What follows belongs to an exercise in optimizing a design on an open flow for small area and a short achievable clock period; a production flow would make more cautious choices.
Function was checked by simulation only, so behaviour that the tests miss may differ from the original.
Power is estimated from default activity; no workload was simulated.

== P ==
Design enigma_top, start of the top module:
module enigma_top (
    input  wire       clk,
    input  wire       srstn,
    input  wire       load_i,
    input  wire       encrypt_i,
    input  wire [5:0] code_i,
    output wire [5:0] code_o,
    output wire       code_valid_o
);
For scale: about 2300 cells after synthesis, about 17 I/O pins, roughly 20000 um^2 of cells after synthesis.
==> flow/config.mk <==
export PLATFORM = sky130hd
export DESIGN_NAME = enigma_top
export DESIGN_NICKNAME = enigma_top
export VERILOG_FILES = /design/flow/design.v
export SDC_FILE = /design/flow/constraint.sdc
export NUM_CORES = 4
export LEC_CHECK = 0
export CAP_MARGIN = 20
export CORE_MARGIN = 2
export CORE_UTILIZATION = 60
export CTS_BUF_LIST = sky130_fd_sc_hd__clkbuf_16
export CTS_CLUSTER_DIAMETER = 100
export CTS_CLUSTER_SIZE = 22
export SETUP_SLACK_MARGIN = 2.5
export SLEW_MARGIN = 20
==> flow/constraint.sdc <==
create_clock -name core_clock -period 6.0 [get_ports {clk}]
set_input_delay 1.2000 -clock core_clock [delete_from_list [all_inputs] [get_ports {clk}]]
set_output_delay 1.2000 -clock core_clock [all_outputs]
set_load 0.01 [all_outputs]
run.sh (not shown) runs the stock make flow with config.mk's settings and CLKGATE_MAP_FILE= SYNTH_SCRIPT=/design/flow/synth_recipe.tcl, a recipe that flattens the netlist after the stock synthesis.
Input changes introduced in Q (baseline for comparison: P):
Settings: SETUP_SLACK_MARGIN: 2.5 -> 2.8.
--- outcome ---
P: full flow OK, the timing, DRC and antenna checks passed. Q went all the way through the flow, and no timing, DRC or antenna check failed. The lower sequential power of Q and P is in P. Endpoint of the worst setup timing path: code_o[5] -> Q, r_q[4]$_DFF_P_ -> P. The fraction of area in clock buffers and inverters was comparable across Q and P. Compared with P, Q ends up with more cell area. [Q] post-detailed-placement half-perimeter wirelength fell 1100 um relative to P. Summary of the comparison: wire length on met3 is higher in Q, relative to P. On count of buffering cells on the critical path with inverters included, the lower figure sits with Q, not P. Diff P -> Q: global-route wire length before repair climbed about 0.7%, cell-internal power climbed 3.1%, final cell count climbed 21, length of the first detailed-routing pass in iterations climbed 1, via count of the first global-routing pass climbed 1.7%.
Relative to Q, the following input files were edited for R:
Settings: SETUP_SLACK_MARGIN changed from 2.8 to 2.65.
Results
Achievable clock frequency was higher in Q than in R.
In R, global-route usage is lower than in Q.
R vs Q: combinational fraction of design power down
Diff Q..R | cell count | negligible
Final critical delay including setup and external delays: R vs Q up 0.055 ns

---

enigma_top, a different RTL version from the one above (not shown whole).
For scale: ~2100 cells after synthesis, roughly 480 flip-flops, roughly 17 I/O pins, roughly 0.022 mm^2 of cells after synthesis.
## enigma_top
module enigma_top (
    input  wire       clk,
    input  wire       srstn,
    input  wire       load_i,
    input  wire       encrypt_i,
    input  wire [5:0] code_i,
    output wire [5:0] code_o,
    output wire       code_valid_o
);
Settings: LEC_CHECK=0, CAP_MARGIN=20, CORE_MARGIN=2, CORE_UTILIZATION=60, SETUP_SLACK_MARGIN=2.5, SLEW_MARGIN=20; clock period 6.0 ns.
Next try:
==> flow/flow/run.sh (new file) <==
#!/bin/bash
set -o pipefail
cp standard.sh standard_sh.log
export BUFFER_PORTS_ARGS="-buffer_cell sky130_fd_sc_hd__buf_4"
bash standard.sh > standard.log 2>&1
==> flow/standard.sh (new file) <==
#!/bin/bash
# synth_recipe.tcl (not shown) runs the flow's synth.tcl, then flattens the netlist and writes it again
# the make line also repeats each setting of config.mk as NAME=value (left out here)
make -C /OpenROAD-flow-scripts/flow DESIGN_CONFIG=/design/flow/config.mk WORK_HOME=/design/flow/orfs CLKGATE_MAP_FILE= SYNTH_SCRIPT=/design/flow/synth_recipe.tcl "${@:-finish}"
Settings changed: CTS_BUF_LIST set to sky130_fd_sc_hd__clkbuf_16, CTS_CLUSTER_DIAMETER set to 100, CTS_CLUSTER_SIZE set to 22.
removed: flow/run.sh
The changed run ran to the end with no violations.
First-iteration DRC count came out lower by a few percent.
Flip-flop and latch count is unchanged.
Power drops by about a fifth.
Synthesized area does not change.
Routed wire length decreases slightly.
Next try:
==> flow/run.sh (new file) <==
#!/bin/bash
# synth_recipe.tcl (not shown) runs the flow's synth.tcl, then flattens the netlist and writes it again
# the make line also repeats each setting of config.mk as NAME=value (left out here)
make -C /OpenROAD-flow-scripts/flow DESIGN_CONFIG=/design/flow/config.mk WORK_HOME=/design/flow/orfs CLKGATE_MAP_FILE= SYNTH_SCRIPT=/design/flow/synth_recipe.tcl finish
Settings changed: CORE_UTILIZATION 60 to 70, CTS_CLUSTER_SIZE 22 to 26.
removed: flow/flow/run.sh
removed: flow/standard.sh
=> Final area came out higher slightly; via count came out higher by a few percent; combinational power came out higher by about a fifth; area after synthesis stays the same; routed wire length came out higher by a few percent.

---

enigma_top again, from the RTL that the note above started with.
Settings: LEC_CHECK=0, ABC_AREA=1, CAP_MARGIN=20, CORE_MARGIN=2, CORE_UTILIZATION=60, CTS_BUF_LIST=sky130_fd_sc_hd__clkbuf_16, CTS_CLUSTER_DIAMETER=100, CTS_CLUSTER_SIZE=22, SETUP_SLACK_MARGIN=3.0, SLEW_MARGIN=20; clock period 6.0 ns.
Stock flow here: none of the scripts above is used.
The first run produced a clean layout.
Rerun with:
ABC_AREA = default   (was 1)
SETUP_SLACK_MARGIN = 2.5   (was 3.0)
The changed run completed without violations.
Maximum frequency shrinks slightly.
Non-clock buffer count decreases by 23.
Hold slack gains 0.014 ns.
Cell count shrinks by well over a third.
Power is about the same.
Worst setup slack is worse by 0.042 ns.
Sequential power is about the same.
Via count goes down by a quarter to a third.
Combinational power drops by a few percent.
Rerun with:
CTS_BUF_LIST = default   (was sky130_fd_sc_hd__clkbuf_16)
CTS_CLUSTER_DIAMETER = default   (was 100)
CTS_CLUSTER_SIZE = default   (was 22)
SETUP_SLACK_MARGIN = 3.5   (was 2.5)
- setup slack hardly moves
- wire length grows by 32%
- critical path depth does not change
- utilization went up by 13 points
- clock skew came out higher by 0.027 ns
- hold slack gains 0.011 ns
- sequential power stays flat
- via count goes up by 17%
- fmax hardly moves
- total power is higher by 31%

separate check: timing with driven ports:
The results above use ideal ports. As a check the final layouts listed here were re-extracted and re-timed, cells and wires unchanged.
Step 1: set_driving_cell puts a clkbuf_16 on clk and a buf_2 on each other input, an assumption about the parent block.
Step 2 also shifts input and output timing later by t, the mid clock arrival at the registers, as if the neighbouring blocks saw the same clock.
Three values: ideal ports, drivers, drivers and shift; two values: the first two.
run	shift t [ns]	setup slack, ns	worst hold slack (ns)	worst setup path at the end	pins driven straight from the clock port
P	0.635	2.457 / 2.490 / 1.855	0.403 / 0.403 / 0.403	input to register	1
Q	0.625	2.649 / 2.588 / 2.236	0.406 / 0.406 / 0.406	input to register	1
R	0.623	2.593 / 2.535 / 2.116	0.402 / 0.402 / 0.402	input to register	1
the first run of note 2	0.651	2.453 / 2.453 / 1.988	0.375 / 0.375 / 0.375	input to register	1
the second run of note 2	0.649	2.520 / 2.503 / 1.921	0.357 / 0.357 / 0.357	input to register	1
the third run of note 2	0.606	2.483 / 2.483 / 1.913	0.368 / 0.368 / 0.368	input to register	1
the first run of note 3	0.649	2.595 / 2.536 / 2.366	0.345 / 0.345 / 0.345	input to register	1
the second run of note 3	0.633	2.553 / 2.520 / 2.071	0.359 / 0.359 / 0.359	input to register	1
the third run of note 3	0.666	2.553 / 2.498 / 1.958	0.370 / 0.370 / 0.370	input to register	1
After both steps every run listed still meets setup and hold. For P, which loses most, drivers alone change the setup slack by +0.033 ns; drivers and shift together by -0.602 ns.
